Source: an optimization exercise on an open RTL-to-GDS flow (aim: small area, a short achievable clock period and few clock cycles). Production flows keep margins and buffers that such runs may drop. RTL that was checked went through simulation tests only; none was proved equivalent to the original. The RTL of runs 1 to 3 was laid out without a check of its function. Power figures rest on the tool's default switching activity, not on a simulated workload.

==> design.v <==
module read_bmap_row #(
    parameter int DATA_WIDTH  = 32,
    parameter int ADDR_WIDTH  = 32,
    parameter int PIXEL_WIDTH = 16,
    parameter int PIPE_LEN    = 8     
) (
    input  logic                   aclk,
    input  logic                   areset,
    input  logic                   req,
    input  logic [ADDR_WIDTH-1:0]  fb_base_in,
    input  logic [31:0]            wmod_in,
    input  logic [31:0]            xcur_in,
    input  logic [31:0]            ycur_in,
    input  logic [31:0]            hdx_in,
    input  logic [31:0]            hdy_in,
    input  logic [31:0]            cnt_in,
    output logic                   mem_req,
    output logic                   mem_we,
    output logic [ADDR_WIDTH-1:0]  mem_addr,
    output logic [DATA_WIDTH-1:0]  mem_wdata,
    input  logic [DATA_WIDTH-1:0]  mem_rdata,
    input  logic                   mem_resp,
    output logic [PIXEL_WIDTH-1:0] pixel,
    output logic                   pix_valid,
    input  logic                   pix_ready,
    output logic                   pix_last,
    output logic                   busy,
    output logic                   done
);
    localparam int AW = $clog2(PIPE_LEN);
    localparam int RN = PIPE_LEN - 1;        
    localparam int RW = $clog2(RN);
    logic        r_init;    
    logic        r_mac;     
    logic        r_slow;    
    logic        r_run;     
    logic        r_zero;    
    logic        r_drain;   
    logic        r_busy;
    logic        r_done;
    logic        r_mem_req;
    logic [31:0] r_x;       
    logic [31:0] r_y;       
    logic [31:0] r_hdx;
    logic [31:0] r_hdy;
    logic [31:0] r_w;       
    logic [31:0] r_p;       
    logic [31:0] r_r;       
    logic [31:0] r_cnt;     
    logic        r_last;    
    logic [16:0] r_m;       
    logic        r_mp;      
    logic        r_dp, r_dm;          
    logic        r_fast;              
    logic        r_fc, r_fco;         
    logic        r_sw1, r_sw2, r_sr1, r_sr2, r_inv;
    logic [PIXEL_WIDTH-1:0] r_od;     
    logic                   r_ov;     
    logic                   r_ol;     
    logic [PIXEL_WIDTH-1:0] r_dat [RN];
    logic [RW:0]            r_rp;     
    logic [RW:0]            r_hp;     
    logic [PIPE_LEN-1:0]    r_up;
    logic [AW:0]            r_wp;     
    logic [AW:0]            r_rc;     
    logic [AW:0]            r_occ;    
    logic                   r_full;   
    logic [32:0] w_ysum;
    logic        w_c, w_co;
    logic        w_hz, w_hm, w_hp1;
    logic        w_dz, w_dp, w_dm;
    assign w_ysum = {1'b0, r_y} + {1'b0, r_hdy};
    assign w_co   = w_ysum[32];
    assign w_c    = w_ysum[16] ^ r_y[16] ^ r_hdy[16];
    assign w_hz   = (r_hdy[31:16] == 16'h0000);
    assign w_hm   = (r_hdy[31:16] == 16'hFFFF);
    assign w_hp1  = (r_hdy[31:16] == 16'h0001);
    assign w_dz   = (w_hz && !w_c) || (w_hm && w_c);
    assign w_dp   = (w_hz && w_c && !w_co) || (w_hp1 && !w_c && !w_co);
    assign w_dm   = w_hm && !w_c && w_co;
    logic [15:0] w_s;
    assign w_s = r_hdy[31:16] + {15'd0, r_fc};
    logic w_issue, w_pop, w_mlast, w_mul_any, w_plast;
    assign w_issue   = r_run && !r_full;
    assign w_pop     = r_ov && pix_ready;
    assign w_plast   = r_ol;
    assign w_mul_any = r_init || r_mac || r_slow;
    assign w_mlast   = (r_m[16:1] == 16'h0000) || (r_m[16:1] == 16'hFFFF);
    logic [31:0] w_mul;
    logic [31:0] w_op;
    logic [31:0] w_pnext;
    assign w_mul   = r_mac ? r_r : r_w;
    assign w_op    = ({32{r_sw1}} & r_w) | ({32{r_sw2}} & {r_w[30:0], 1'b0})
                   | ({32{r_sr1}} & r_r) | ({32{r_sr2}} & {r_r[30:0], 1'b0});
    assign w_pnext = r_p + (w_op ^ {32{r_inv}}) + {31'd0, r_inv};
    logic [2:0] w_dig;
    logic       w_dig_r, w_dig_on;
    logic       w_ndp, w_ndm;
    assign w_ndp = (r_init || w_issue) ? w_dp : r_dp;
    assign w_ndm = (r_init || w_issue) ? w_dm : r_dm;
    always_comb begin
        w_dig_on = 1'b1;
        w_dig_r  = 1'b0;
        w_dig    = 3'b000;
        if (!r_busy) begin
            w_dig = {ycur_in[17:16], 1'b0};
        end else if (w_mul_any && !w_mlast) begin
            w_dig   = r_m[3:1];
            w_dig_r = 1'b1;
        end else if (w_issue && !r_last && !r_fast) begin
            w_dig = {w_s[1:0], 1'b0};
        end else begin
            w_dig_on = 1'b0;
        end
    end
    logic [31:0] w_byte;
    assign w_byte = r_p + {15'd0, r_x[31:16], 1'b0};
    function automatic logic [RW:0] rinc(input logic [RW:0] p);
        rinc = (p[RW-1:0] == RW'(RN - 1)) ? {~p[RW], {RW{1'b0}}} : p + 1'b1;
    endfunction
    logic [PIXEL_WIDTH-1:0] w_half;
    logic w_rempty, w_resp_o, w_resp_ring, w_ring_o, w_ov_n, w_drain_n, w_ol_n;
    logic [RW:0] w_rp_n, w_hp_n;
    logic [AW:0] w_wp_n, w_rc_n, w_occ_n;
    assign w_half      = r_up[r_rc[AW-1:0]] ? mem_rdata[31:16] : mem_rdata[15:0];
    assign w_rempty    = (r_rp == r_hp);
    assign w_resp_o    = mem_resp && w_rempty && (!r_ov || w_pop);
    assign w_resp_ring = mem_resp && !w_resp_o;
    assign w_ring_o    = w_pop && !w_rempty;
    assign w_ov_n      = (r_ov && !w_pop) || w_ring_o || w_resp_o;
    assign w_rp_n      = w_resp_ring ? rinc(r_rp) : r_rp;
    assign w_hp_n      = w_ring_o ? rinc(r_hp) : r_hp;
    assign w_wp_n      = r_wp + {{AW{1'b0}}, w_issue};
    assign w_rc_n      = r_rc + {{AW{1'b0}}, mem_resp};
    assign w_occ_n     = r_occ + {{AW{1'b0}}, w_issue} - {{AW{1'b0}}, w_pop};
    assign w_drain_n   = (w_pop && r_ol) ? 1'b0 : (r_drain || (w_issue && r_last));
    assign w_ol_n      = w_ov_n && w_drain_n && (w_rp_n == w_hp_n) && (w_rc_n == w_wp_n);
    always_ff @(posedge aclk) begin
        if (areset) begin
            r_init    <= 1'b0;
            r_mac     <= 1'b0;
            r_slow    <= 1'b0;
            r_run     <= 1'b0;
            r_zero    <= 1'b0;
            r_drain   <= 1'b0;
            r_ov      <= 1'b0;
            r_ol      <= 1'b0;
            r_rc      <= '0;
            r_occ     <= '0;
            r_busy    <= 1'b0;
            r_done    <= 1'b0;
            r_mem_req <= 1'b0;
            r_wp      <= '0;
            r_rp      <= '0;
            r_hp      <= '0;
            r_full    <= 1'b0;
        end else begin
            r_mem_req <= w_issue;
            r_wp      <= w_wp_n;
            r_rc      <= w_rc_n;
            r_rp      <= w_rp_n;
            r_hp      <= w_hp_n;
            r_occ     <= w_occ_n;
            r_full    <= (w_occ_n == (AW+1)'(PIPE_LEN));
            r_ov      <= w_ov_n;
            r_ol      <= w_ol_n;
            r_drain   <= w_drain_n;
            r_done    <= (w_pop && w_plast) || r_zero;
            if ((w_pop && w_plast) || r_zero) r_busy <= 1'b0;
            else if (req) r_busy <= 1'b1;
            r_init <= !r_busy && req && (cnt_in != 32'd0);
            r_zero <= !r_busy && req && (cnt_in == 32'd0);
            if (w_mul_any) begin
                r_mac <= !w_mlast;
                r_run <= w_mlast;
            end
            r_slow <= w_issue && !r_last && !r_fast;
            if (w_issue && (r_last || !r_fast)) r_run <= 1'b0;
        end
    end
    always_ff @(posedge aclk) begin
        if (!r_busy) begin
            r_x    <= xcur_in;
            r_y    <= ycur_in;
            r_hdx  <= hdx_in;
            r_hdy  <= hdy_in;
            r_w    <= wmod_in;
            r_p    <= fb_base_in;
            r_r    <= wmod_in;
            r_cnt  <= cnt_in;
            r_last <= (cnt_in == 32'd1);
            r_m    <= {1'b0, ycur_in[31:16]};
            r_mp   <= 1'b0;
        end else begin
            if (w_mul_any) begin
                r_p  <= w_pnext;
                r_r  <= {w_mul[29:0], 2'b00};
                r_m  <= {{2{r_m[16]}}, r_m[16:2]};
                r_mp <= r_m[1];
            end
            if (r_init || w_issue) begin
                r_y    <= w_ysum[31:0];
                r_fc   <= w_c;
                r_fco  <= w_co;
                r_dp   <= w_dp;
                r_dm   <= w_dm;
                r_fast <= w_dz || w_dp || w_dm;
            end
            if (w_issue) begin
                r_x    <= r_x + r_hdx;
                r_cnt  <= r_cnt - 32'd1;
                r_last <= (r_cnt == 32'd2);
                r_r    <= {2'b00, w_byte[31:2]};
                if (r_fast) r_p <= w_pnext;
                r_m    <= {r_fco, w_s};
                r_mp   <= 1'b0;
            end
        end
    end
    always_ff @(posedge aclk) begin
        if (w_dig_on) begin
            r_sw1 <= !w_dig_r && (w_dig[1] ^ w_dig[0]);
            r_sr1 <=  w_dig_r && (w_dig[1] ^ w_dig[0]);
            r_sw2 <= !w_dig_r && ((w_dig[2] && !w_dig[1] && !w_dig[0]) || (!w_dig[2] && w_dig[1] && w_dig[0]));
            r_sr2 <=  w_dig_r && ((w_dig[2] && !w_dig[1] && !w_dig[0]) || (!w_dig[2] && w_dig[1] && w_dig[0]));
            r_inv <= w_dig[2] && !(w_dig[1] && w_dig[0]);
        end else begin
            r_sw1 <= w_ndp || w_ndm;
            r_sr1 <= 1'b0;
            r_sw2 <= 1'b0;
            r_sr2 <= 1'b0;
            r_inv <= w_ndm;
        end
    end
    always_ff @(posedge aclk) begin
        if (w_issue) begin
            r_up[r_wp[AW-1:0]]  <= w_byte[1];
        end
        if (w_resp_ring) r_dat[r_rp[RW-1:0]] <= w_half;
        if (w_ring_o)    r_od <= r_dat[r_hp[RW-1:0]];
        else if (w_resp_o) r_od <= w_half;
    end
    assign mem_req   = r_mem_req;
    assign mem_addr  = {2'b00, r_r[29:0]};
    assign mem_we    = 1'b0;
    assign mem_wdata = '0;
    assign pixel     = r_od;
    assign pix_valid = r_ov;
    assign pix_last  = w_plast;
    assign busy      = r_busy;
    assign done      = r_done;
endmodule
==> flow/run.sh <==
#!/bin/bash
# Standard layout, with the port buffers made of the smallest buffer cell.
cp standard.sh standard.sh.log.txt 2>/dev/null
export BUFFER_PORTS_ARGS="-buffer_cell sky130_fd_sc_hd__buf_1"
bash standard.sh > standard.log 2>&1
==> standard.sh <==
#!/bin/bash
# synth_recipe.tcl (not shown) runs the flow's synth.tcl, then flattens the netlist and writes it again
# the make line also repeats each setting of config.mk as NAME=value (left out here)
make -C /OpenROAD-flow-scripts/flow DESIGN_CONFIG=/design/flow/config.mk WORK_HOME=/design/flow/orfs CLKGATE_MAP_FILE= SYNTH_SCRIPT=/design/flow/synth_recipe.tcl "${@:-finish}"
==> config.mk <==
export PLATFORM = sky130hd
export DESIGN_NAME = read_bmap_row
export DESIGN_NICKNAME = read_bmap_row
export VERILOG_FILES = /design/flow/design.v
export SDC_FILE = /design/flow/constraint.sdc
export NUM_CORES = 4
export LEC_CHECK = 0
export CAP_MARGIN = 20
export CORE_MARGIN = 2
export CORE_UTILIZATION = 65
export CTS_BUF_LIST = sky130_fd_sc_hd__clkbuf_4 sky130_fd_sc_hd__clkbuf_8
export SETUP_SLACK_MARGIN = 5
export SLEW_MARGIN = 20
==> constraint.sdc <==
create_clock -name core_clock -period 8.0 [get_ports {aclk}]
set_input_delay 1.6000 -clock core_clock [delete_from_list [all_inputs] [get_ports {aclk}]]
set_output_delay 1.6000 -clock core_clock [all_outputs]
set_load 0.01 [all_outputs]
==> results of run 1 <==
-- path summary, 6_finish.rpt --
kind / cells after the start / endpoint / slack (ns)
min: 2 / r_done$_SDFF_PP0_ / 0.46
min reg2reg: 2 / r_done$_SDFF_PP0_ / 0.46
max reg2reg: 14 / r_p[30]$_DFF_P_ / 4.48
max: 14 / r_p[30]$_DFF_P_ / 4.48
-- stage by stage --
step | std cells | util (%)
final | 3444 | 78.3
after global routing | 3438 | 78.2
after floorplan | 2482 | -
after CTS | 3385 | 75.6
after detailed placement | 3165 | 68.8
after global placement | 3165 | 68.8
-- power by group through the flow --
stage          clock network [uW]  logic (uW)  registers (uW)
3_3_place_gp                    0        2810            3250
5_1_grt                      2180        4100            3230
6_report                     2070        3790            3210
3_5_place_dp                    0        2870            3260
2_1_floorplan                   0        2340            3130
4_1_cts                      2080        3300            3190
-- cells by family after synthesis --
family | share of synthesized area (%)
multiplexers | 6.53
adder cells (fa/ha/maj) | 6.40
XOR/XNOR | 6.36
AND/OR/NAND/NOR | 11.7
buffers and inverters | 4.22
flip-flops | 48.3
AO/OA/AOI/OAI | 16.4
other | 0.0141
-- state kept, by name (all words and copies together) (netlist names), 4 cells and up --
name	flops
r_occ	4
r_rc	4
r_y	32
r_m	16
r_hdx	32
r_up	8
r_w	32
r_dat	112
r_p	32
r_hdy	32
r_cnt	32
r_wp	4
r_od	16
r_r	32
r_x	32
r_rp	4
r_hp	4
-- cell usage after synthesis, types with 6 or more instances --
cell type and count:
sky130_fd_sc_hd__a311oi_1 7, sky130_fd_sc_hd__a21oi_1 216, sky130_fd_sc_hd__clkbuf_1 86, sky130_fd_sc_hd__buf_4 66
sky130_fd_sc_hd__dfxtp_1 70, sky130_fd_sc_hd__ha_1 128, sky130_fd_sc_hd__nor3_1 31, sky130_fd_sc_hd__o2bb2ai_1 6
sky130_fd_sc_hd__inv_1 48, sky130_fd_sc_hd__nand2b_1 25, sky130_fd_sc_hd__or3_1 11, sky130_fd_sc_hd__nand3b_1 8
sky130_fd_sc_hd__a31oi_1 21, sky130_fd_sc_hd__nor2_1 211, sky130_fd_sc_hd__nand3_1 45, sky130_fd_sc_hd__nor4_1 27
sky130_fd_sc_hd__mux2_2 71, sky130_fd_sc_hd__o21ai_0 113, sky130_fd_sc_hd__o21a_1 12, sky130_fd_sc_hd__xnor2_1 127
sky130_fd_sc_hd__nor2b_1 27, sky130_fd_sc_hd__mux2i_1 53, sky130_fd_sc_hd__buf_1 16, sky130_fd_sc_hd__xor2_1 66
sky130_fd_sc_hd__mux4_2 18, sky130_fd_sc_hd__o221ai_1 16, sky130_fd_sc_hd__and2_1 8, sky130_fd_sc_hd__a221oi_1 34
sky130_fd_sc_hd__a21o_1 64, sky130_fd_sc_hd__and3_1 21, sky130_fd_sc_hd__o21bai_1 21, sky130_fd_sc_hd__a211oi_1 29
sky130_fd_sc_hd__and4_1 6, sky130_fd_sc_hd__o211ai_1 26, sky130_fd_sc_hd__nand4_1 27, sky130_fd_sc_hd__nor3b_1 8
sky130_fd_sc_hd__edfxtp_1 381, sky130_fd_sc_hd__a22o_1 34, sky130_fd_sc_hd__nand2_1 155, sky130_fd_sc_hd__o31ai_1 14
-- cell type report --
class / instances / area (sq um) / share of cell area (%)
multi-input combinational: 1807 / 14000 / 43.9
sequential: 451 / 12900 / 40.5
timing repair buffer: 457 / 2600 / 8.16
clock buffer: 112 / 1340 / 4.22
tap: 532 / 666 / 2.09
inverter: 49 / 189 / 0.594
clock inverter: 30 / 163 / 0.511
antenna: 6 / 15.0 / 0.0472
-- what timing repair did --
item / CTS / global route
pin swaps: 75 / 100
setup buffers: 77 / 52
gates cloned: 1 / 1
endpoints found under the hold margin: 0 / 0
gates resized for setup: 128 / 158
hold buffers: 0 / 0
setup endpoints to repair: 161 / 76
-- worst min-delay path, cell delays in order (launching register included) --
cell	delay (ns)
sky130_fd_sc_hd__dfxtp_1	0.31
sky130_fd_sc_hd__a21oi_1	0.04
sky130_fd_sc_hd__nor2_1	0.07
-- placed cells by master (no fill, tap or decap), drive strengths merged, types with 7 or more instances in the layout --
master  synthesis  final
buf            86    449
edfxtp        381    381
a21oi         216    216
nor2          211    211
nand2         155    155
ha            128    128
xnor2         127    127
clkbuf         88    119
o21ai         115    115
mux2           71     71
dfxtp          70     70
xor2           66     66
a21o           64     64
mux2i          53     53
inv            49     52
nand3          45     45
conb            1     35
a22o           34     34
a221oi         34     34
nor3           32     32
nor4           31     31
a211oi         31     31
nand4          27     27
nor2b          27     27
o211ai         26     26
nand2b         25     25
clkinv          0     25
and3           21     21
o21bai         21     21
a31oi          21     21
mux4           18     18
o221ai         16     16
or3            15     15
o31ai          14     14
o21a           12     12
nand3b          9      9
and2            9      9
nor3b           8      8
a311oi          7      7
-- routing by layer --
layer  track usage [%]  wire (um)  part of all wire, %  up-vias
li1                  -          -                    -     9995
met1              41.7      28500                   39    10300
met2              53.8      35000                   48      934
met3              7.05       6250                  8.6      225
met4              15.4       3210                  4.4       10
met5                 0         68                0.093        -
==> flow_metrics.tcl, run 1 <==
set metrics [dict create \
    outcome "timing/DRC/antenna clean" \
    clock-skew-final_ns 0.0319 \
    power.share.switching_pct 36.6 \
    clkLatencyLatePin_ns 0.68 \
    setup_repair_after_global_routing_missed_its_margin "true" \
    drt_pass1_iterations 6 \
    detail_route.drc_violations 0 \
    routed_via_density 6.24 \
    hp-start "r_zero$_SDFF_PP0_" \
    slew_headroom_pct 28.8 \
    synth-async-reset-ratio_pct 0 \
    synth_top_cell_by_area "sky130_fd_sc_hd__edfxtp_1" \
    hold-worst-slack_ns 0.457 \
    post-route-cell-area_sq_um 31800 \
    r2r_start "r_sr1$_SDFF_PP0_" \
    synthTopCellsByArea "sky130_fd_sc_hd__edfxtp_1, sky130_fd_sc_hd__ha_1, sky130_fd_sc_hd__dfxtp_1" \
    worst_ir_drop_vdd_uv 208 \
    fp.dieH_um 206 \
    synth.lib_cells_used.distinct 86 \
    route.final.wire_length_um 73000 \
    finalHoldViolations 0 \
    num_rows 74 \
    critical_path_arrival_ns 4.09 \
    place_area_sq_um 28000 \
    ctsRootBufferMaster "sky130_fd_sc_hd__clkbuf_8" \
    setup.worst_path.start_class "flop" \
    wire_per_inst_um 21.2 \
    grt_antenna_before_repair 7 \
    yosysSeqAreaShare_pct 48.3 \
    number_of_cells_produced_by_synthesis 2448 \
    p_leak_uw 0.0117 \
    finalMaxSlewViolations 0 \
    synth_top_cell_area_share_pct 43.0 \
    critical_path.n_buffers_inverters 1 \
    min_path_type "flop to flop" \
    worst_path_most_repeated_cell "sky130_fd_sc_hd__xnor2_1" \
    synth_edf_count 381 \
    timing_worst_slew_pin_value_ns 1.07 \
    starting_utilization_of_the_core_area_pct 65.4 \
    synthToLayoutAreaGrowth_pct 19.6 \
    cts_tree "done" \
    grt_use_total_pct 32.8 \
    drt_first_iter_violations 2002 \
    drive_above_1_share_pct 20.3 \
    gr-total-overflow 0 \
    detail-route-antenna-nets 0 \
    timing.critical_path.slowest_cell_delay_ns 0.48 \
    ys_ff_latch 451 \
    finish.net_count 3237 \
    critical-path-top-delay-family "compound AO/OA/AOI/OAI gates" \
    worstPathMaxFanout 6 \
    clock_share_of_power_pct 22.8 \
    required_ns 8.57 \
    crit_path_from "r_sr1$_SDFF_PP0_" \
    clkTransAtPathRegs_ns 0.06 \
    horizontal_extent_of_the_die_um 206 \
    cellPowerDensity_nw_per_um2 285 \
    cts_sinks 451 \
    worst_setup_path_end_kind "flop" \
    setup.worst_path.class "flop to flop" \
    htree_levels 3 \
    internal-power_uw 5750 \
    maximum_number_of_pins_on_one_net_before_global_route_repair 193 \
    avgSynthCellArea_sq_um 10.9 \
    num_io_pins 347 \
    grt_pass1_wl_um 108000 \
    layout.filler_cells 2605 \
    power_frac_seq_pct 35.4 \
    port_buffers 311 \
    finalWeightedCongestion 0.939 \
    main_flop_type_after_synthesis "sky130_fd_sc_hd__edfxtp_1" \
    fin_crit_ns 3.52 \
    net_sw_power_uw 3320 \
    finalCritPeriodShare_pct 44.0 \
    cpMaxStageDelayCell "sky130_fd_sc_hd__a2111oi_4" \
    route.vias.total 21500 \
    comb_power_share_pct 41.8 \
    fp.dieArea_sq_um 42500 \
    post-dp-hpwl_um 47100 \
    syn_area_sq_um 26600 \
    timing.setup.tns_ns 0 \
    setup_viol 0 \
    via_count_of_the_first_global_routing_pass 20500 \
    achievable-frequency_mhz 284 \
    ys.warnings.count 1 \
    cts.path.max_buffers 3 \
    post-layout-total-power_uw 9070 \
    cell_by_cell_trace_of_the_critical_path "buf_6 > a22o_1 > a221oi_2 > xnor2_1 > ha_1 > o211a_1 > o31ai_4 > a2111o_1 > a2111oi_4 > o21ai_2 > a21oi_2 > xnor2_1 > o21ai_1 > mux2_4" \
    timing.max_cap.violations 0 \
    pre_cts_slack_ns 3.80 \
    design.core.area_sq_um 40600 \
    cts_made_buffers 77 \
    postLayoutSetupSlackWorst_ns 4.48 \
]
==> inputs of run 2 (changes only) <==
--- a/config.mk
+++ b/config.mk
@@ -11,3 +11,3 @@
 export CTS_BUF_LIST = sky130_fd_sc_hd__clkbuf_4 sky130_fd_sc_hd__clkbuf_8
-export SETUP_SLACK_MARGIN = 5
+export SETUP_SLACK_MARGIN = 4.5
 export SLEW_MARGIN = 20
==> run 2 against run 1 <==
Fmax is 1.1% lower. Non-clock buffer count is 94 lower. Critical path depth is 2 higher. Worst hold slack worse by 0.0023 ns. Die area stayed put. Core utilization is 4.3 points lower. Largest cell class unchanged. Still clean.
==> flow_metrics.tcl, run 2 <==
set metrics [dict create \
    outcome "timing/DRC/antenna clean" \
    number_of_cells_produced_by_synthesis 2448 \
    maximum_number_of_pins_on_one_net_before_global_route_repair 171 \
    synth.lib_cells_used.distinct 86 \
    drt_first_iter_violations 1704 \
    finish.net_count 3143 \
    wire_per_inst_um 20.4 \
    main_flop_type_after_synthesis "sky130_fd_sc_hd__edfxtp_1" \
    worst_ir_drop_vdd_uv 202 \
    post-dp-hpwl_um 47400 \
    yosys-top-cells-count "sky130_fd_sc_hd__edfxtp_1, sky130_fd_sc_hd__a21oi_1, sky130_fd_sc_hd__nor2_1, sky130_fd_sc_hd__nand2_1, sky130_fd_sc_hd__ha_1" \
    setup_viol 0 \
    grt_use_total_pct 31.8 \
    synth_top_cell_area_share_pct 43.0 \
    setup_repair_after_global_routing_missed_its_margin "true" \
    route.final.wire_length_um 68200 \
    finalCritPeriodShare_pct 44.5 \
    finalMaxSlewViolations 0 \
    clkTransAtPathRegs_ns 0.06 \
    synth-async-reset-ratio_pct 0 \
    synth_top_cell_by_area "sky130_fd_sc_hd__edfxtp_1" \
    post-layout-total-power_uw 8510 \
    detail_route.drc_violations 0 \
    fin_crit_ns 3.56 \
    count_leader_synth "sky130_fd_sc_hd__edfxtp_1" \
    critical_path_arrival_ns 4.18 \
    cts.path.max_buffers 3 \
    layout.core_utilization_pct 74.0 \
    grt_pass1_wl_um 105000 \
    syn_area_sq_um 26600 \
    ys.warnings.count 1 \
    setup.worst_path.start_class "flop" \
    avgSynthCellArea_sq_um 10.9 \
    clock-skew-final_ns 0.0408 \
    num_io_pins 347 \
    worstPathMaxFanout 6 \
    timing_worst_slew_pin_value_ns 1.09 \
    timing.max_cap.violations 0 \
    layout.filler_cells 2922 \
    cts_sinks 451 \
    design.core.area_sq_um 40600 \
    timing.setup.tns_ns 0 \
    grt_antenna_before_repair 8 \
    synth_edf_count 381 \
    min_path_type "flop to flop" \
    cts_made_buffers 77 \
    drive_above_1_share_pct 12.9 \
    drt_pass1_iterations 5 \
    synthTopCellsByArea "sky130_fd_sc_hd__edfxtp_1, sky130_fd_sc_hd__ha_1, sky130_fd_sc_hd__dfxtp_1" \
    route.vias.total 20700 \
    horizontal_extent_of_the_die_um 206 \
    most-common-layout-cells "sky130_fd_sc_hd__edfxtp_1, sky130_fd_sc_hd__buf_1, sky130_fd_sc_hd__a21oi_1" \
    finalHoldViolations 0 \
    critical-path-top-delay-family "compound AO/OA/AOI/OAI gates" \
    routed_via_density 6.19 \
    starting_utilization_of_the_core_area_pct 65.4 \
    setup.worst_path.class "flop to flop" \
    fp.dieH_um 206 \
    cell_by_cell_trace_of_the_critical_path "buf_6 > a22o_1 > a221oi_2 > xnor2_1 > ha_2 > buf_4 > o21a_1 > o21a_1 > o41a_1 > a211oi_2 > buf_4 > o311ai_2 > a21oi_2 > o21ai_1 > mux2_2 > nand3_1" \
    num_rows 74 \
    detail-route-antenna-nets 0 \
    finalWeightedCongestion 0.964 \
    ctsRootBufferMaster "sky130_fd_sc_hd__clkbuf_8" \
    p_leak_uw 0.0109 \
    achievable-frequency_mhz 281 \
    mostFrequentLayoutCell "sky130_fd_sc_hd__edfxtp_1" \
    clkLatencyLatePin_ns 0.68 \
    synthToLayoutAreaGrowth_pct 13.0 \
    via_count_of_the_first_global_routing_pass 20000 \
    cts_tree "done" \
    worst_setup_path_end_kind "flop" \
    post-route-cell-area_sq_um 30100 \
    largest_reg_flops 112 \
    critical_path.n_buffers_inverters 3 \
    slew_headroom_pct 27.7 \
    hold_bufs_at_cts 0 \
    place_area_sq_um 27800 \
    cpMaxStageDelayCell "sky130_fd_sc_hd__dfxtp_4" \
    yosysSeqAreaShare_pct 48.3 \
    ys_ff_latch 451 \
    cellPowerDensity_nw_per_um2 283 \
    htree_levels 3 \
    timing.critical_path.slowest_cell_delay_ns 0.38 \
    fp.dieArea_sq_um 42500 \
    gr-total-overflow 0 \
    port_buffers 311 \
    required_ns 8.62 \
]
## run 2: changes by cell type in the layout (fill, tap and decap cells not counted), moves of 8 or more
| cell | previous run | this run |
|---|---|---|
| sky130_fd_sc_hd__buf_1 | 296 | 311 |
| sky130_fd_sc_hd__o21ai_0 | 86 | 106 |
| sky130_fd_sc_hd__ha_2 | 14 | 4 |
| sky130_fd_sc_hd__buf_6 | 37 | 5 |
| sky130_fd_sc_hd__a221oi_1 | 14 | 22 |
| sky130_fd_sc_hd__a21oi_1 | 193 | 211 |
| sky130_fd_sc_hd__a21oi_2 | 19 | 4 |
| sky130_fd_sc_hd__buf_4 | 106 | 43 |
| sky130_fd_sc_hd__o21ai_2 | 10 | 1 |
| sky130_fd_sc_hd__ha_1 | 108 | 124 |
## run 2: cell families (layout without fill, tap and decap cells)
family	Yosys count	in the layout	synth area share (%)
AO/OA/AOI/OAI	667	667	16.4
AND/OR/NAND/NOR	637	637	11.7
flip-flops	451	451	48.3
buffers and inverters	224	554	4.22
XOR/XNOR	193	193	6.36
multiplexers	142	142	6.53
adder cells (fa/ha/maj)	133	133	6.40
other	1	38	0.0141
## run 2: layout make-up
class | instances | area (sq um) | area share [%]
Sequential cell | 451 | 12900 | 42.8
Tap cell | 532 | 666 | 2.21
Antenna cell | 3 | 7.51 | 0.0250
Clock inverter | 26 | 199 | 0.662
Clock buffer | 116 | 1410 | 4.69
Multi-Input combinational cell | 1807 | 13100 | 43.5
Inverter | 49 | 194 | 0.645
Timing Repair Buffer | 363 | 1630 | 5.42
## run 2: routing by layer
layer / track usage (%) / up-vias / wire [um]
met3: 8.15 / 172 / 5490
met5: 0 / - / 69
met1: 39.7 / 9871 / 27100
li1: - / 9802 / -
met4: 13.9 / 10 / 2900
met2: 52.4 / 860 / 32600
## run 2: path summary, 6_finish.rpt
check	from	end	slack, ns	cells past startpoint
max	r_sr1$_SDFF_PP0_	r_p[31]$_DFF_P_	4.44	16
min	r_zero$_SDFF_PP0_	r_done$_SDFF_PP0_	0.46	2
max reg2reg	r_sr1$_SDFF_PP0_	r_p[31]$_DFF_P_	4.44	16
min reg2reg	r_zero$_SDFF_PP0_	r_done$_SDFF_PP0_	0.46	2
## run 2: through the flow
| stage | hold WS [ns] | worst slack [ns] | std cells |
|---|---|---|---|
| 2_1_floorplan | 0.420 | 4.51 | 2482 |
| 3_3_place_gp | 0.433 | 3.31 | 3159 |
| 3_5_place_dp | 0.442 | 3.28 | 3159 |
| 4_1_cts | 0.457 | 4.48 | 3339 |
| 5_1_grt | 0.489 | 4.32 | 3345 |
| 6_report | 0.455 | 4.44 | 3347 |
## run 2: repair_timing
item                       in CTS  in global routing
setup endpoints to repair      31                 30
pin swaps                      22                 18
setup buffers                  38                  4
gates resized for setup        42                 32
## run 2: where the power goes
part | internal, uW | leakage [uW] | total [uW] | switching, uW
Combinational | 1370 | 0.00580 | 3140 | 1770
Clock | 1200 | 0.000846 | 2170 | 968
Sequential | 2930 | 0.00431 | 3210 | 274
## run 2: worst register-to-register path, stage by stage (launching register included)
cell and delay, ns:
sky130_fd_sc_hd__dfxtp_4 0.38, sky130_fd_sc_hd__buf_6 0.15, sky130_fd_sc_hd__a22o_1 0.22, sky130_fd_sc_hd__a221oi_2 0.21, sky130_fd_sc_hd__xnor2_1 0.10, sky130_fd_sc_hd__ha_2 0.35
sky130_fd_sc_hd__buf_4 0.12, sky130_fd_sc_hd__o21a_1 0.11, sky130_fd_sc_hd__o21a_1 0.11, sky130_fd_sc_hd__o41a_1 0.33, sky130_fd_sc_hd__a211oi_2 0.11, sky130_fd_sc_hd__buf_4 0.17
sky130_fd_sc_hd__o311ai_2 0.33, sky130_fd_sc_hd__a21oi_2 0.13, sky130_fd_sc_hd__o21ai_1 0.23, sky130_fd_sc_hd__mux2_2 0.37, sky130_fd_sc_hd__nand3_1 0.08
==> inputs of run 3 (changes only) <==
--- a/design.v
+++ b/design.v
@@ -67,2 +67,21 @@
     logic                   r_full;   
+    function automatic logic [31:0] pfx_add32(input logic [31:0] a, input logic [31:0] b,
+                                              input logic cin);
+        logic [31:0] p, g, gg, pp, ng, np;
+        p  = a ^ b;
+        g  = a & b;
+        gg = {g[31:1], g[0] | (p[0] & cin)};
+        pp = p;
+        for (int d = 1; d < 32; d = d * 2) begin
+            ng = gg;
+            np = pp;
+            for (int i = d; i < 32; i++) begin
+                ng[i] = gg[i] | (pp[i] & gg[i-d]);
+                np[i] = pp[i] & pp[i-d];
+            end
+            gg = ng;
+            pp = np;
+        end
+        pfx_add32 = p ^ {gg[30:0], cin};
+    endfunction
     logic [32:0] w_ysum;
@@ -94,3 +113,3 @@
                    | ({32{r_sr1}} & r_r) | ({32{r_sr2}} & {r_r[30:0], 1'b0});
-    assign w_pnext = r_p + (w_op ^ {32{r_inv}}) + {31'd0, r_inv};
+    assign w_pnext = pfx_add32(r_p, w_op ^ {32{r_inv}}, r_inv);
     logic [2:0] w_dig;
==> run 3 against run 2 <==
Die area shrank 0.32%. Fmax grew 3.8%. Combinational power shrank 4%. Via count grew 0.34%. First-iteration DRC count grew 2.2%. Clock-buffer cell count shrank 15. Synthesized cell count grew 0.25%. Final area shrank 1.3%. Final cell count shrank 0.39%. Sequential share of layout area grew 0.57 points. Sequential cell count is the same. Sequential power is essentially flat. Critical path type unchanged. Highest routed layer unchanged.
==> flow_metrics.tcl, run 3 <==
set metrics [dict create \
    wire_per_inst_um 20.4 \
    mostFrequentLayoutCell "sky130_fd_sc_hd__edfxtp_1" \
    achievable-frequency_mhz 292 \
    htree_levels 3 \
    ys_ff_latch 451 \
    min_path_type "flop to flop" \
    finalWeightedCongestion 0.966 \
    ctsRootBufferMaster "sky130_fd_sc_hd__clkbuf_8" \
    timing.reg2reg.setup_slack_ns 4.57 \
    grt_antenna_before_repair 9 \
    gr-total-overflow 0 \
    via_count_of_the_first_global_routing_pass 20300 \
    finalMaxSlewViolations 0 \
    cts_tree "done" \
    layout.filler_cells 2920 \
    setup.worst_path.start_class "flop" \
    cts_sinks 451 \
    post-route-cell-area_sq_um 29700 \
    finish.net_count 3138 \
    timing.setup.tns_ns 0 \
    slew_headroom_pct 25.7 \
    drt_first_iter_violations 1742 \
    num_rows 73 \
    cts_made_buffers 78 \
    post-dp-hpwl_um 47500 \
    min_to "r_m[16]$_SDFFE_PN0P_" \
    finalCritPeriodShare_pct 42.8 \
    count_leader_synth "sky130_fd_sc_hd__edfxtp_1" \
    fp.dieH_um 206 \
    clkLatencyLatePin_ns 0.67 \
    pre_cts_slack_ns 3.93 \
    setup.worst_path.class "flop to flop" \
    fin_crit_ns 3.43 \
    synthTopCellsByArea "sky130_fd_sc_hd__edfxtp_1, sky130_fd_sc_hd__ha_1, sky130_fd_sc_hd__dfxtp_1" \
    worst_ir_drop_vdd_uv 299 \
    avgSynthCellArea_sq_um 10.8 \
    timing.rr.end "r_r[27]$_DFFE_PP_" \
    design.core.area_sq_um 40000 \
    largest_reg_flops 112 \
    num_io_pins 347 \
    place_area_sq_um 27800 \
    yosysSeqAreaShare_pct 48.5 \
    drt_pass1_iterations 7 \
    synth-async-reset-ratio_pct 0 \
    timing.max_cap.violations 0 \
    setup_repair_after_global_routing_missed_its_margin "true" \
    timing_worst_slew_pin_value_ns 1.11 \
    number_of_cells_produced_by_synthesis 2454 \
    worst_r2r_path_depth 10 \
    outcome "timing/DRC/antenna clean" \
    worstPathMaxFanout 7 \
    fp.dieArea_sq_um 42400 \
    hold_bufs_at_cts 0 \
    synth_edf_count 381 \
    starting_utilization_of_the_core_area_pct 66.3 \
    worst_setup_path_end_kind "flop" \
    p_leak_uw 0.0109 \
    port_buffers 311 \
    synthToLayoutAreaGrowth_pct 11.9 \
    cts.path.max_buffers 3 \
    postLayoutSetupSlackWorst_ns 4.57 \
    main_flop_type_after_synthesis "sky130_fd_sc_hd__edfxtp_1" \
    clkTransAtPathRegs_ns 0.06 \
    grt_pass1_wl_um 105000 \
    detail_route.drc_violations 0 \
    cellPowerDensity_nw_per_um2 281 \
    finalHoldViolations 0 \
    detail-route-antenna-nets 0 \
    holdPathStages 2 \
    synth_top_cell_area_share_pct 43.2 \
    yosys-top-cells-count "sky130_fd_sc_hd__edfxtp_1, sky130_fd_sc_hd__nor2_1, sky130_fd_sc_hd__a21oi_1, sky130_fd_sc_hd__nand2_1" \
    drive_above_1_share_pct 10.5 \
    clock-skew-final_ns 0.0317 \
    grt_use_total_pct 31.5 \
    most-common-layout-cells "sky130_fd_sc_hd__edfxtp_1, sky130_fd_sc_hd__buf_1, sky130_fd_sc_hd__nor2_1" \
    critical_path_arrival_ns 3.81 \
    routed_via_density 6.23 \
    setup_viol 0 \
    synth.lib_cells_used.distinct 82 \
    route.final.wire_length_um 68100 \
    ys.warnings.count 1 \
    layout.core_utilization_pct 74.1 \
    hp-start "r_m[16]$_SDFFE_PN0P_" \
    r2r_start "r_x[23]$_DFFE_PP_" \
    synth_top_cell_by_area "sky130_fd_sc_hd__edfxtp_1" \
    syn_area_sq_um 26500 \
    horizontal_extent_of_the_die_um 206 \
    route.vias.total 20800 \
    required_ns 8.38 \
    maximum_number_of_pins_on_one_net_before_global_route_repair 94 \
    hold-worst-slack_ns 0.520 \
]
==> run 3: cell count changes in the layout (fill, tap and decap cells not counted), moves of 14 or more <==
cell / change
sky130_fd_sc_hd__nor3_1: +15
sky130_fd_sc_hd__nor2_1: +26
sky130_fd_sc_hd__o21ai_1: +27
sky130_fd_sc_hd__o21ai_0: -40
sky130_fd_sc_hd__mux2_2: -15
sky130_fd_sc_hd__mux2_1: +14
==> run 3: routing by layer <==
layer,part of all wire [%],global-route usage (%),vias to the layer above,wire length [um]
li1,-,-,9807,-
met1,40,40.3,9861,27300
met5,0.15,0,-,103
met3,8.9,8.01,187,6030
met4,3.6,12.8,16,2460
met2,47,51.5,914,32200
==> run 3: kinds of logic after synthesis <==
group | share of synthesized area (%)
AO/OA/AOI/OAI | 16.8
AND/OR/NAND/NOR | 11.6
flip-flops | 48.5
buffers and inverters | 4.07
XOR/XNOR | 6.13
multiplexers | 6.58
adder cells (fa/ha/maj) | 6.37
other | 0.0141
==> run 3: layout make-up <==
cell class,instances,area (sq um),share of cell area [%]
multi-input cells,1815,12900,43.5
flip-flops and latches,451,12900,43.4
repair buffers,353,1500,5.05
clock buffers,101,1260,4.24
well taps,525,657,2.21
clock inverters,40,280,0.945
inverters,46,178,0.599
diodes,3,7.51,0.0253
==> run 3: per-stage QoR <==
step | power [uW] | std cells
6_report | 8330 | 3334
2_1_floorplan | 5410 | 2488
3_5_place_dp | 6090 | 3168
3_3_place_gp | 6000 | 3168
5_1_grt | 8790 | 3331
4_1_cts | 8220 | 3309
==> run 3: repair_timing <==
item	in CTS	in global routing
endpoints found under the setup margin	22	30
gates resized for setup	11	23
gates cloned	0	0
setup buffers	0	22
pin swaps	1	14
==> run 3: worst max-delay path, cell delays in order (launching register included) <==
cell,delay [ns]
sky130_fd_sc_hd__edfxtp_1,0.44
sky130_fd_sc_hd__ha_1,0.40
sky130_fd_sc_hd__a21o_1,0.21
sky130_fd_sc_hd__a21o_1,0.19
sky130_fd_sc_hd__a2111oi_0,0.44
sky130_fd_sc_hd__o21ai_1,0.19
sky130_fd_sc_hd__a41o_1,0.35
sky130_fd_sc_hd__a31oi_4,0.30
sky130_fd_sc_hd__and3b_1,0.23
sky130_fd_sc_hd__xnor2_1,0.25
sky130_fd_sc_hd__o221ai_1,0.17
==> run 3: worst max path at each step <==
stage,startpoint,to,slack [ns]
4_1_cts,r_r[8]$_DFFE_PP_,r_p[29]$_DFF_P_,4.50
5_1_grt,r_r[8]$_DFFE_PP_,r_p[29]$_DFF_P_,4.40
3_5_place_dp,pix_ready,r_ol$_SDFF_PP0_,3.93
2_1_floorplan,pix_ready,r_dat[0][0]$_DFFE_PP_,4.03
6_report,r_x[23]$_DFFE_PP_,r_r[27]$_DFFE_PP_,4.57
3_3_place_gp,pix_ready,r_ol$_SDFF_PP0_,4.01
==> run 3: where the power goes <==
part,internal [uW],switching [uW]
logic,1280,1740
registers,2930,268
clock network,1140,975
==> inputs of run 4 (changes only) <==
--- a/design.v
+++ b/design.v
@@ -67,3 +67,3 @@
     logic                   r_full;   
-    function automatic logic [31:0] pfx_add32(input logic [31:0] a, input logic [31:0] b,
+    function automatic logic [32:0] pfx_add32(input logic [31:0] a, input logic [31:0] b,
                                               input logic cin);
@@ -84,3 +84,3 @@
         end
-        pfx_add32 = p ^ {gg[30:0], cin};
+        pfx_add32 = {gg[31], p ^ {gg[30:0], cin}};
     endfunction
@@ -90,3 +90,3 @@
     logic        w_dz, w_dp, w_dm;
-    assign w_ysum = {1'b0, r_y} + {1'b0, r_hdy};
+    assign w_ysum = pfx_add32(r_y, r_hdy, 1'b0);
     assign w_co   = w_ysum[32];
@@ -113,3 +113,5 @@
                    | ({32{r_sr1}} & r_r) | ({32{r_sr2}} & {r_r[30:0], 1'b0});
-    assign w_pnext = pfx_add32(r_p, w_op ^ {32{r_inv}}, r_inv);
+    logic [32:0] w_psum;
+    assign w_psum  = pfx_add32(r_p, w_op ^ {32{r_inv}}, r_inv);
+    assign w_pnext = w_psum[31:0];
     logic [2:0] w_dig;
@@ -135,3 +137,6 @@
     logic [31:0] w_byte;
-    assign w_byte = r_p + {15'd0, r_x[31:16], 1'b0};
+    logic [32:0] w_bsum, w_xsum;
+    assign w_bsum = pfx_add32(r_p, {15'd0, r_x[31:16], 1'b0}, 1'b0);
+    assign w_byte = w_bsum[31:0];
+    assign w_xsum = pfx_add32(r_x, r_hdx, 1'b0);
     function automatic logic [RW:0] rinc(input logic [RW:0] p);
@@ -228,3 +233,3 @@
             if (w_issue) begin
-                r_x    <= r_x + r_hdx;
+                r_x    <= w_xsum[31:0];
                 r_cnt  <= r_cnt - 32'd1;
--- a/config.mk
+++ b/config.mk
@@ -11,3 +11,3 @@
 export CTS_BUF_LIST = sky130_fd_sc_hd__clkbuf_4 sky130_fd_sc_hd__clkbuf_8
-export SETUP_SLACK_MARGIN = 4.5
+export SETUP_SLACK_MARGIN = 4.8
 export SLEW_MARGIN = 20
==> run 4 against run 3 <==
Synthesized cell count decreased by 0.29%. Critical endpoint is now r_p[28]$_DFF_P_. Largest cell class unchanged. Clock power hardly changed. Critical path depth grew 3. Still clean on timing, DRC and antenna. Critical path type unchanged. Highest routed layer unchanged.
==> flow_metrics.tcl, run 4 <==
set metrics [dict create \
    ys.warnings.count 1 \
    design.core.area_sq_um 40000 \
    port_buffers 311 \
    clock_share_of_power_pct 23.9 \
    finalCritPeriodShare_pct 42.7 \
    route.final.wire_length_um 70100 \
    starting_utilization_of_the_core_area_pct 66.3 \
    setup.worst_path.start_class "flop" \
    synth-async-reset-ratio_pct 0 \
    largest_reg_flops 112 \
    timing.setup.tns_ns 0 \
    route.layer.met1.wl_um 28000 \
    cts_made_buffers 78 \
    yosysSeqAreaShare_pct 48.4 \
    synthToLayoutAreaGrowth_pct 15.6 \
    synth.area.mux_share_pct 6.79 \
    fin_crit_ns 3.42 \
    number_of_cells_produced_by_synthesis 2447 \
    layout.filler_cells 2733 \
    cellPowerDensity_nw_per_um2 288 \
    r2r_start "r_w[0]$_DFFE_PN_" \
    clkLatencyLatePin_ns 0.67 \
    wire_per_inst_um 20.7 \
    met3RoutedLength_um 5450 \
    most-common-layout-cells "sky130_fd_sc_hd__edfxtp_1, sky130_fd_sc_hd__buf_1, sky130_fd_sc_hd__nor2_1" \
    comb_power_share_pct 40.0 \
    num_rows 73 \
    crit_path_from "r_w[0]$_DFFE_PN_" \
    cts.path.max_buffers 3 \
    synthTopCellsByArea "sky130_fd_sc_hd__edfxtp_1, sky130_fd_sc_hd__ha_1, sky130_fd_sc_hd__dfxtp_1" \
    setup.worst_path.class "flop to flop" \
    grt_use_total_pct 32.0 \
    worst_ir_drop_vdd_uv 226 \
    timing.reg2reg.setup_slack_ns 4.58 \
    grt_antenna_before_repair 9 \
    p_leak_uw 0.0111 \
    detail-route-antenna-nets 0 \
    via_count_of_the_first_global_routing_pass 20400 \
    power_frac_seq_pct 36.1 \
    synth.lib_cells_used.distinct 84 \
    internal-power_uw 5600 \
    finalWeightedCongestion 0.936 \
    route.vias.total 21000 \
    drt_pass1_iterations 5 \
    syn_area_sq_um 26500 \
    timing.max_cap.violations 0 \
    worstPathMaxFanout 5 \
    post-dp-hpwl_um 47900 \
    synth-xor-area-share_pct 6.20 \
    worst_r2r_path_depth 13 \
    drt_first_iter_violations 1809 \
    finish.net_count 3182 \
    clkTransAtPathRegs_ns 0.06 \
    slew_headroom_pct 29.0 \
    routed_via_density 6.22 \
    route.top_layer_used "met5" \
    setup_repair_after_global_routing_missed_its_margin "true" \
    hold-worst-slack_ns 0.515 \
    clock-skew-final_ns 0.0449 \
    ys_ff_latch 451 \
    synth_top_cell_area_share_pct 43.2 \
    cts_sinks 451 \
    yosys-top-cells-count "sky130_fd_sc_hd__edfxtp_1, sky130_fd_sc_hd__nor2_1, sky130_fd_sc_hd__a21oi_1, sky130_fd_sc_hd__nand2_1" \
    count_leader_synth "sky130_fd_sc_hd__edfxtp_1" \
    timing.rr.end "r_p[28]$_DFF_P_" \
    outcome "timing/DRC/antenna clean" \
    worst_setup_path_end_kind "flop" \
    cts_tree "done" \
    fp.dieArea_sq_um 42400 \
    grt_pass1_wl_um 106000 \
    gr-total-overflow 0 \
    ctsRootBufferMaster "sky130_fd_sc_hd__clkbuf_8" \
    synth_top_cell_by_area "sky130_fd_sc_hd__edfxtp_1" \
    synth-compound-area-share_pct 16.1 \
    synthAdderAreaFrac_pct 6.37 \
    power.share.switching_pct 36.6 \
    maximum_number_of_pins_on_one_net_before_global_route_repair 96 \
    timing_worst_slew_pin_value_ns 1.06 \
    main_flop_type_after_synthesis "sky130_fd_sc_hd__edfxtp_1" \
    horizontal_extent_of_the_die_um 206 \
    synthSimpleGateAreaFrac_pct 12.0 \
    setup_viol 0 \
    mostFrequentLayoutCell "sky130_fd_sc_hd__edfxtp_1" \
    finalMaxSlewViolations 0 \
    synth_top_family_by_area "compound AO/OA/AOI/OAI gates" \
    critical_path_arrival_ns 4.02 \
    layout.core_utilization_pct 76.6 \
    setup.worst_path.end "r_p[28]$_DFF_P_" \
    htree_levels 3 \
    detail_route.drc_violations 0 \
    achievable-frequency_mhz 293 \
    fp.dieH_um 206 \
    route.met2.wl_um 33600 \
    synth_edf_count 381 \
    num_io_pins 347 \
    avgSynthCellArea_sq_um 10.8 \
    min_path_type "flop to flop" \
    drive_above_1_share_pct 16.2 \
    required_ns 8.60 \
    net_sw_power_uw 3230 \
    finalHoldViolations 0 \
]
==> run 4: cell count changes after synthesis, sizes merged, moves of 6 or more <==
| cell | before | now |
|---|---|---|
| o21bai | 19 | 12 |
| and2 | 7 | 14 |
| nand2 | 147 | 157 |
| a31oi | 17 | 32 |
| nand3 | 50 | 58 |
| nor2 | 231 | 219 |
| a211oi | 34 | 26 |
| a21o | 76 | 57 |
| nand2b | 12 | 18 |
| o21ai | 102 | 110 |
| nor3 | 49 | 37 |
| or3 | 19 | 13 |
| a21oi | 209 | 201 |
==> run 4: how the worst min path moves through the flow <==
| stage | start | to | cells past startpoint |
|---|---|---|---|
| floorplan | r_zero$_SDFF_PP0_ | r_done$_SDFF_PP0_ | 2 |
| global placement | r_m[16]$_SDFFE_PN0P_ | r_m[16]$_SDFFE_PN0P_ | 2 |
| detailed placement | r_m[16]$_SDFFE_PN0P_ | r_m[16]$_SDFFE_PN0P_ | 2 |
| CTS | r_m[16]$_SDFFE_PN0P_ | r_m[16]$_SDFFE_PN0P_ | 2 |
| global route | r_m[16]$_SDFFE_PN0P_ | r_m[16]$_SDFFE_PN0P_ | 2 |
| finish | r_m[16]$_SDFFE_PN0P_ | r_m[16]$_SDFFE_PN0P_ | 2 |
==> run 4: cell type report <==
cell class / instances / area [sq um] / area share (%)
inverter: 45 / 174 / 0.568
clock buffer: 107 / 1320 / 4.30
sequential: 451 / 12900 / 42.0
tap: 525 / 657 / 2.14
clock inverter: 35 / 234 / 0.764
antenna: 6 / 15.0 / 0.0490
timing repair buffer: 401 / 1900 / 6.20
multi-input combinational: 1812 / 13500 / 44.0
==> run 4: kinds of logic (layout without fill, tap and decap cells) <==
logic type	count (synthesis)	count (layout)
compound gates	645	645
xor+xnor	186	186
fa+ha+maj	132	132
buf+inv	218	588
flops	451	451
mux	148	148
other cells	1	41
simple gates	666	666
==> run 4: power by group through the flow <==
stage / sequential (uW) / combinational (uW) / clock, uW
6_report: 3190 / 3530 / 2110
3_3_place_gp: 3230 / 2900 / 0
4_1_cts: 3180 / 3300 / 2140
2_1_floorplan: 3120 / 2360 / 0
3_5_place_dp: 3240 / 2970 / 0
5_1_grt: 3210 / 3850 / 2240
==> run 4: worst max-delay path: stages (launching register included) <==
cell	delay, ns
sky130_fd_sc_hd__edfxtp_1	0.47
sky130_fd_sc_hd__a22oi_2	0.39
sky130_fd_sc_hd__mux2i_1	0.17
sky130_fd_sc_hd__fa_2	0.41
sky130_fd_sc_hd__nand2b_4	0.18
sky130_fd_sc_hd__a211oi_4	0.24
sky130_fd_sc_hd__nor4_2	0.08
sky130_fd_sc_hd__buf_4	0.15
sky130_fd_sc_hd__a211oi_4	0.32
sky130_fd_sc_hd__nor2_4	0.10
sky130_fd_sc_hd__o21ai_2	0.17
sky130_fd_sc_hd__a31oi_1	0.12
sky130_fd_sc_hd__or3b_2	0.48
sky130_fd_sc_hd__nand4_1	0.10
==> run 4: timing repair <==
item / in CTS / in global routing
hold endpoints to repair: 0 / 0
buffers inserted: 52 / 18
hold buffers: 0 / 0
endpoints found under the setup margin: 51 / 113
pin swaps: 42 / 39
resized for setup: 86 / 67
==> run 4: metrics by stage <==
step | setup WS [ns] | total power [uW] | area (sq um) | std cells
floorplan | 4.66 | 5490 | 26700 | 2481
global placement | 3.89 | 6130 | 27800 | 3164
detailed placement | 3.72 | 6210 | 27800 | 3164
CTS | 4.69 | 8620 | 30200 | 3358
global route | 4.43 | 9300 | 30600 | 3380
finish | 4.58 | 8830 | 30600 | 3382
==> run 4: routing by layer <==
metal  up-vias  GRT usage (%)
li1       9904              -
met1     10100           41.1
met2       861           52.3
met3       183           7.27
met4         8           14.0
met5         -              0
Testbench counts of run 4, summed over its fixed seeds: cycles 30,306.
==> inputs of run 5 (changes only) <==
--- a/config.mk
+++ b/config.mk
@@ -11,3 +11,3 @@
 export CTS_BUF_LIST = sky130_fd_sc_hd__clkbuf_4 sky130_fd_sc_hd__clkbuf_8
-export SETUP_SLACK_MARGIN = 4.8
+export SETUP_SLACK_MARGIN = 4.5
 export SLEW_MARGIN = 20
==> run 5 against run 4 <==
Still clean on timing, DRC and antenna. Final area fell by 2.6%. Setup slack improved by 0.010 ns. First-iteration DRC count decreased by 7.0%. Sequential power about the same. Non-clock buffer count is 52 lower. Clock power is 5% lower. Clock-buffer cell count increased by 2. Synthesized area stayed put. Via count down 2.3%. Global-route usage is 1.1 points lower. Critical path depth shrank 2. Sequential share of layout area grew 1.1 points. Critical path type unchanged. Highest routed layer unchanged.
==> flow_metrics.tcl, run 5 <==
set metrics [dict create \
    outcome "timing/DRC/antenna clean" \
    synthTopCellsByArea "sky130_fd_sc_hd__edfxtp_1, sky130_fd_sc_hd__ha_1, sky130_fd_sc_hd__dfxtp_1" \
    synth_edf_count 381 \
    cpMaxStageDelayCell "sky130_fd_sc_hd__fa_1" \
    route.final.wire_length_um 66800 \
    detail_route.drc_violations 0 \
    finish.net_count 3129 \
    cts_tree "done" \
    clkLatencyLatePin_ns 0.64 \
    hp-start "r_m[16]$_SDFFE_PN0P_" \
    slew_headroom_pct 35.1 \
    avgSynthCellArea_sq_um 10.8 \
    cell_by_cell_trace_of_the_critical_path "ha_1 > fa_1 > a211o_1 > a2111oi_4 > nor4_2 > o2111a_1 > a211oi_4 > xnor2_2 > xnor2_2 > o31ai_2 > o2bb2ai_1" \
    setup.worst_path.start_class "flop" \
    finalCritPeriodShare_pct 42.6 \
    setup.worst_path.class "flop to flop" \
    synth-async-reset-ratio_pct 0 \
    most-common-layout-cells "sky130_fd_sc_hd__edfxtp_1, sky130_fd_sc_hd__buf_1, sky130_fd_sc_hd__nor2_1" \
    htree_levels 3 \
    maximum_number_of_pins_on_one_net_before_global_route_repair 97 \
    drive_above_1_share_pct 12.6 \
    timing_worst_slew_pin_value_ns 0.974 \
    drt_first_iter_violations 1683 \
    num_io_pins 347 \
    ys_ff_latch 451 \
    via_count_of_the_first_global_routing_pass 19900 \
    finalWeightedCongestion 0.929 \
    min_path_type "flop to flop" \
    critical-path-top-delay-family "compound AO/OA/AOI/OAI gates" \
    post-route-cell-area_sq_um 29800 \
    yosysSeqAreaShare_pct 48.4 \
    count_leader_synth "sky130_fd_sc_hd__edfxtp_1" \
    fp.dieArea_sq_um 42400 \
    starting_utilization_of_the_core_area_pct 66.3 \
    gr-total-overflow 0 \
    yosys-top-cells-count "sky130_fd_sc_hd__edfxtp_1, sky130_fd_sc_hd__nor2_1, sky130_fd_sc_hd__a21oi_1, sky130_fd_sc_hd__nand2_1" \
    place_area_sq_um 27800 \
    worst_setup_path_end_kind "flop" \
    cts_sinks 451 \
    main_flop_type_after_synthesis "sky130_fd_sc_hd__edfxtp_1" \
    synthToLayoutAreaGrowth_pct 12.5 \
    worst_ir_drop_vdd_uv 187 \
    detail-route-antenna-nets 0 \
    final_non_filler_cells 3323 \
    ys.warnings.count 1 \
    mostFrequentLayoutCell "sky130_fd_sc_hd__edfxtp_1" \
    setup_repair_after_global_routing_missed_its_margin "true" \
    holdPathStages 2 \
    synth.lib_cells_used.distinct 84 \
    largest_reg_flops 112 \
    clkTransAtPathRegs_ns 0.06 \
    setup_viol 0 \
    route.vias.total 20600 \
    grt_antenna_before_repair 5 \
    timing.reg2reg.setup_slack_ns 4.59 \
    timing.setup.tns_ns 0 \
    design.core.area_sq_um 40000 \
    wire_per_inst_um 20.1 \
    post-dp-hpwl_um 48000 \
    worst_r2r_path_depth 11 \
    global_route.peak_usage_layer "met2" \
    fin_crit_ns 3.41 \
    clock-skew-final_ns 0.0257 \
    fp.dieH_um 206 \
    grt.met2_usage_pct 51.9 \
    grt_use_total_pct 30.9 \
    finalHoldViolations 0 \
    cellPowerDensity_nw_per_um2 283 \
    number_of_cells_produced_by_synthesis 2447 \
    achievable-frequency_mhz 294 \
    critical_path.n_buffers_inverters 0 \
    port_buffers 311 \
    cts_made_buffers 77 \
    timing.rr.end "r_inv$_DFF_P_" \
    min_to "r_m[16]$_SDFFE_PN0P_" \
    worstPathMaxFanout 4 \
    cts.path.max_buffers 3 \
    required_ns 8.53 \
    worst_path_most_repeated_cell "sky130_fd_sc_hd__xnor2_2" \
    syn_area_sq_um 26500 \
    r2r_start "r_y[0]$_DFFE_PP_" \
    grt_pass1_wl_um 103000 \
    timing.critical_path.slowest_cell_delay_ns 0.44 \
    layout.filler_cells 2819 \
    drt_pass1_iterations 6 \
    timing.max_cap.violations 0 \
    num_rows 73 \
    synth_top_cell_area_share_pct 43.2 \
    gr-usage-met1_pct 39.4 \
    horizontal_extent_of_the_die_um 206 \
    synth_top_cell_by_area "sky130_fd_sc_hd__edfxtp_1" \
    hold-worst-slack_ns 0.506 \
    ctsRootBufferMaster "sky130_fd_sc_hd__clkbuf_8" \
    p_leak_uw 0.0108 \
    finalMaxSlewViolations 0 \
    routed_via_density 6.18 \
    groute.layer.met3.usage_pct 5.93 \
    critical_path_arrival_ns 3.93 \
    placedCellCount 3170 \
]
[run 5: metrics by stage]
stage | total power, uW | utilization [%] | worst slack (ns)
final | 8440 | 74.6 | 4.59
after global routing | 8910 | 74.6 | 4.43
after detailed placement | 6180 | 69.6 | 3.88
after global placement | 6110 | 69.6 | 3.97
after floorplan | 5460 | - | 4.36
after CTS | 8310 | 73.8 | 4.46
[run 5: worst max-delay path by stage]
| stage | to | cells past startpoint | startpoint | slack, ns |
|---|---|---|---|---|
| detailed placement | r_p[25]$_DFF_P_ | 14 | r_sr1$_SDFF_PP0_ | 3.88 |
| global route | r_p[25]$_DFF_P_ | 15 | r_sr1$_SDFF_PP0_ | 4.43 |
| finish | r_inv$_DFF_P_ | 11 | r_y[0]$_DFFE_PP_ | 4.59 |
| CTS | r_p[25]$_DFF_P_ | 15 | r_sr2$_SDFF_PP0_ | 4.46 |
| global placement | r_p[25]$_DFF_P_ | 14 | r_sr1$_SDFF_PP0_ | 3.97 |
| floorplan | r_ol$_SDFF_PP0_ | 8 | pix_ready | 4.36 |
[run 5: worst reg2reg max path, stage by stage, from the launching register on]
cell,delay [ns]
sky130_fd_sc_hd__edfxtp_1,0.36
sky130_fd_sc_hd__ha_1,0.25
sky130_fd_sc_hd__fa_1,0.44
sky130_fd_sc_hd__a211o_1,0.34
sky130_fd_sc_hd__a2111oi_4,0.38
sky130_fd_sc_hd__nor4_2,0.15
sky130_fd_sc_hd__o2111a_1,0.30
sky130_fd_sc_hd__a211oi_4,0.29
sky130_fd_sc_hd__xnor2_2,0.15
sky130_fd_sc_hd__xnor2_2,0.17
sky130_fd_sc_hd__o31ai_2,0.29
sky130_fd_sc_hd__o2bb2ai_1,0.19
[run 5: where the power goes]
group,leakage (uW),switching [uW],internal (uW)
Combinational,0.00567,1880,1380
Sequential,0.00430,251,2930
Clock,0.000790,944,1060
[run 5: repair_timing]
action / CTS / global route
setup buffers: 7 / 4
gates cloned: 0 / 1
hold buffers: 0 / 0
endpoints found under the setup margin: 20 / 31
gates resized for setup: 35 / 56
pin swaps: 9 / 19
[run 5: area by class of cell]
type	count	area [sq um]	area share [%]
multi-input cells	1812	13200	44.1
inverters	45	174	0.583
clock buffers	109	1310	4.38
clock inverters	29	160	0.537
repair buffers	349	1520	5.11
flip-flops and latches	451	12900	43.1
diodes	3	7.51	0.0252
well taps	525	657	2.20
[run 5: cells by family after synthesis]
| family | Yosys count | share of synthesized area (%) |
|---|---|---|
| buf+inv | 218 | 4.02 |
| simple gates | 666 | 12.0 |
| flops | 451 | 48.4 |
| xor+xnor | 186 | 6.20 |
| compound gates | 645 | 16.1 |
| mux | 148 | 6.79 |
| fa+ha+maj | 132 | 6.37 |
| other cells | 1 | 0.0141 |
[run 5: layer usage]
| metal | vias to the layer above | wire length [um] |
|---|---|---|
| li1 | 9772 | - |
| met1 | 9859 | 26800 |
| met2 | 768 | 32800 |
| met3 | 148 | 4810 |
| met4 | 4 | 2350 |
| met5 | - | 31 |
==> inputs of run 6 (changes only) <==
--- a/config.mk
+++ b/config.mk
@@ -10,3 +10,5 @@
 export CORE_UTILIZATION = 65
-export CTS_BUF_LIST = sky130_fd_sc_hd__clkbuf_4 sky130_fd_sc_hd__clkbuf_8
+export CTS_BUF_LIST = sky130_fd_sc_hd__clkbuf_8
+export CTS_CLUSTER_DIAMETER = 60
+export CTS_CLUSTER_SIZE = 16
 export SETUP_SLACK_MARGIN = 4.5
==> run 6 against run 5 <==
Final area fell by 2.0%. Critical path depth is 3 higher. Die area did not move. Final cell count fell by 1.8%. Clock-buffer cell count down 68. Sequential cell count stayed put.
==> flow_metrics.tcl, run 6 <==
set metrics [dict create \
    largest_reg_flops 112 \
    finalCritPeriodShare_pct 43.0 \
    min_path_type "flop to flop" \
    htree_levels 2 \
    synth-compound-area-share_pct 16.1 \
    synth.lib_cells_used.distinct 84 \
    synth-async-reset-ratio_pct 0 \
    worst_setup_path_end_kind "flop" \
    timing_worst_slew_pin_value_ns 0.957 \
    drt_first_iter_violations 1600 \
    wire_per_inst_um 20.2 \
    setup.worst_path.start_class "flop" \
    syn_area_sq_um 26500 \
    timing.setup.tns_ns 0 \
    clock-skew-final_ns 0.0453 \
    route.final.wire_length_um 66000 \
    design.core.area_sq_um 40000 \
    routed_via_density 6.24 \
    hold-worst-slack_ns 0.520 \
    timing.max_cap.violations 0 \
    drive_above_1_share_pct 10.7 \
    gr-total-overflow 0 \
    yosys-top-cells-count "sky130_fd_sc_hd__edfxtp_1, sky130_fd_sc_hd__nor2_1, sky130_fd_sc_hd__a21oi_1, sky130_fd_sc_hd__nand2_1" \
    drt_pass1_iterations 6 \
    finalMaxSlewViolations 0 \
    detail_route.drc_violations 0 \
    avgSynthCellArea_sq_um 10.8 \
    fin_crit_ns 3.44 \
    finalWeightedCongestion 0.929 \
    worst_ir_drop_vdd_uv 197 \
    mostFrequentLayoutCell "sky130_fd_sc_hd__edfxtp_1" \
    achievable-frequency_mhz 291 \
    synth_top_cell_area_share_pct 43.2 \
    synthAdderAreaFrac_pct 6.37 \
    num_io_pins 347 \
    grt_antenna_before_repair 5 \
    cts_sinks 451 \
    cts_made_buffers 40 \
    synthTopCellsByArea "sky130_fd_sc_hd__edfxtp_1, sky130_fd_sc_hd__ha_1, sky130_fd_sc_hd__dfxtp_1" \
    final_non_filler_cells 3262 \
    placedCellCount 3170 \
    fp.dieH_um 206 \
    fp.dieArea_sq_um 42400 \
    main_flop_type_after_synthesis "sky130_fd_sc_hd__edfxtp_1" \
    horizontal_extent_of_the_die_um 206 \
    hp-start "r_m[16]$_SDFFE_PN0P_" \
    synthSimpleGateAreaFrac_pct 12.0 \
    slew_headroom_pct 36.2 \
    port_buffers 311 \
    clkTransAtPathRegs_ns 0.11 \
    ys.warnings.count 1 \
    synth.area.mux_share_pct 6.79 \
    maximum_number_of_pins_on_one_net_before_global_route_repair 97 \
    cts.path.max_buffers 3 \
    required_ns 8.51 \
    post-dp-hpwl_um 48000 \
    grt_use_total_pct 30.4 \
    synthToLayoutAreaGrowth_pct 10.2 \
    synth_edf_count 381 \
    ctsRootBufferMaster "sky130_fd_sc_hd__clkbuf_8" \
    cts_tree "done" \
    outcome "timing/DRC/antenna clean" \
    worstPathMaxFanout 16 \
    detail-route-antenna-nets 0 \
    clkLatencyLatePin_ns 0.65 \
    starting_utilization_of_the_core_area_pct 66.3 \
    setup.worst_path.class "flop to flop" \
    cellPowerDensity_nw_per_um2 269 \
    synth_top_cell_by_area "sky130_fd_sc_hd__edfxtp_1" \
    p_leak_uw 0.0105 \
    num_rows 73 \
    setup_repair_after_global_routing_missed_its_margin "true" \
    finish.net_count 3095 \
    setup_viol 0 \
    crit_path_from "r_sr1$_SDFF_PP0_" \
    most-common-layout-cells "sky130_fd_sc_hd__edfxtp_1, sky130_fd_sc_hd__buf_1, sky130_fd_sc_hd__nor2_1" \
    count_leader_synth "sky130_fd_sc_hd__edfxtp_1" \
    ys_ff_latch 451 \
    grt_pass1_wl_um 101000 \
    number_of_cells_produced_by_synthesis 2447 \
    finalHoldViolations 0 \
    via_count_of_the_first_global_routing_pass 19500 \
    synth_top_family_by_area "compound AO/OA/AOI/OAI gates" \
    yosysSeqAreaShare_pct 48.4 \
    route.vias.total 20400 \
    r2r_start "r_sr1$_SDFF_PP0_" \
    synth-xor-area-share_pct 6.20 \
    critical_path_arrival_ns 3.94 \
]
run 6: cell counts after synthesis:
Identical to the previous run, type by type.
run 6: where the power goes:
group / switching [uW] / internal (uW)
sequential: 249 / 2920
combinational: 1870 / 1380
clock: 841 / 606
run 6: kinds of logic after synthesis:
| group | count (synthesis) |
|---|---|
| buf+inv | 218 |
| xor+xnor | 186 |
| flops | 451 |
| other cells | 1 |
| mux | 148 |
| simple gates | 666 |
| compound gates | 645 |
| fa+ha+maj | 132 |
run 6: critical path: stages, from the launching register on:
cell and delay [ns]:
sky130_fd_sc_hd__dfxtp_2 0.36, sky130_fd_sc_hd__buf_12 0.15, sky130_fd_sc_hd__a22o_1 0.22, sky130_fd_sc_hd__a221oi_2 0.19
sky130_fd_sc_hd__xnor2_1 0.14, sky130_fd_sc_hd__ha_1 0.40, sky130_fd_sc_hd__o21ai_2 0.21, sky130_fd_sc_hd__a211oi_4 0.07
sky130_fd_sc_hd__nor4_4 0.36, sky130_fd_sc_hd__a211oi_2 0.15, sky130_fd_sc_hd__o21ai_2 0.21, sky130_fd_sc_hd__a211oi_1 0.12
sky130_fd_sc_hd__or4_1 0.42, sky130_fd_sc_hd__a31oi_1 0.18, sky130_fd_sc_hd__a21oi_1 0.09
run 6: per-stage QoR:
step | power, uW | util [%] | setup WS [ns] | area (sq um)
final | 7870 | 73.1 | 4.56 | 29200
after floorplan | 5460 | - | 4.36 | 26700
after detailed placement | 6180 | 69.6 | 3.88 | 27800
after global placement | 6110 | 69.6 | 3.97 | 27800
after global routing | 8320 | 73.1 | 4.39 | 29200
after CTS | 7730 | 72.2 | 4.43 | 28900
run 6: path summary, 6_finish.rpt:
| kind | end | slack [ns] | cells after the start |
|---|---|---|---|
| setup / recovery | r_p[30]$_DFF_P_ | 4.56 | 14 |
| hold / removal | r_m[16]$_SDFFE_PN0P_ | 0.52 | 2 |
| setup reg to reg | r_p[30]$_DFF_P_ | 4.56 | 14 |
| hold reg to reg | r_m[16]$_SDFFE_PN0P_ | 0.52 | 2 |
run 6: metal layers:
layer  routed length, um  part of all wire, %  vias to the layer above  track usage, %
met5                  26                0.039                        -               0
met2               32400                   49                      779            51.1
li1                    -                    -                     9670               -
met1               26400                   40                     9780            39.5
met4                2360                  3.6                        4            11.9
met3                4830                  7.3                      133            5.23
run 6: what timing repair did:
item / CTS / global route
pin swaps: 11 / 28
hold buffers: 0 / 0
resized for setup: 34 / 58
cloned: 0 / 1
buffers inserted: 7 / 7
setup endpoints to repair: 20 / 27
run 6: final cells by class:
cell class / count / area [sq um]
Antenna cell: 3 / 7.51
Clock buffer: 41 / 564
Clock inverter: 33 / 274
Fill cell: 2899 / 10800
Inverter: 45 / 174
Multi-Input combinational cell: 1812 / 13200
Sequential cell: 451 / 12900
Tap cell: 525 / 657
Timing Repair Buffer: 352 / 1540

==> port drivers added, routing unchanged <==
How much do the figures lean on ideal ports? The routed layouts below were timed once more, with nothing changed but the port constraints. Step 1 sets driving cells, clkbuf_16 on the clock port and buf_2 on the other inputs (assumed; they add their load-dependent delay and slew). Step 2, shift: input delay + t, output delay - t, t = (earliest + latest rising clock arrival at the registers) / 2. This alone moves slack from input paths to output paths. a / b / c = ideal / step 1 / step 2; a / b = the first two.
| run | shift t [ns] | setup WS [ns] |
|---|---|---|
| run 1 | 0.734 | 4.480 / 4.480 / 4.390 |
| run 2 | 0.717 | 4.442 / 4.442 / 4.056 |
| run 3 | 0.706 | 4.573 / 4.573 / 4.233 |
| run 4 | 0.699 | 4.585 / 4.585 / 4.243 |
| run 5 | 0.684 | 4.595 / 4.595 / 4.231 |
| run 6 | 0.685 | 4.562 / 4.562 / 4.221 |
After both steps every run listed still meets setup and hold.
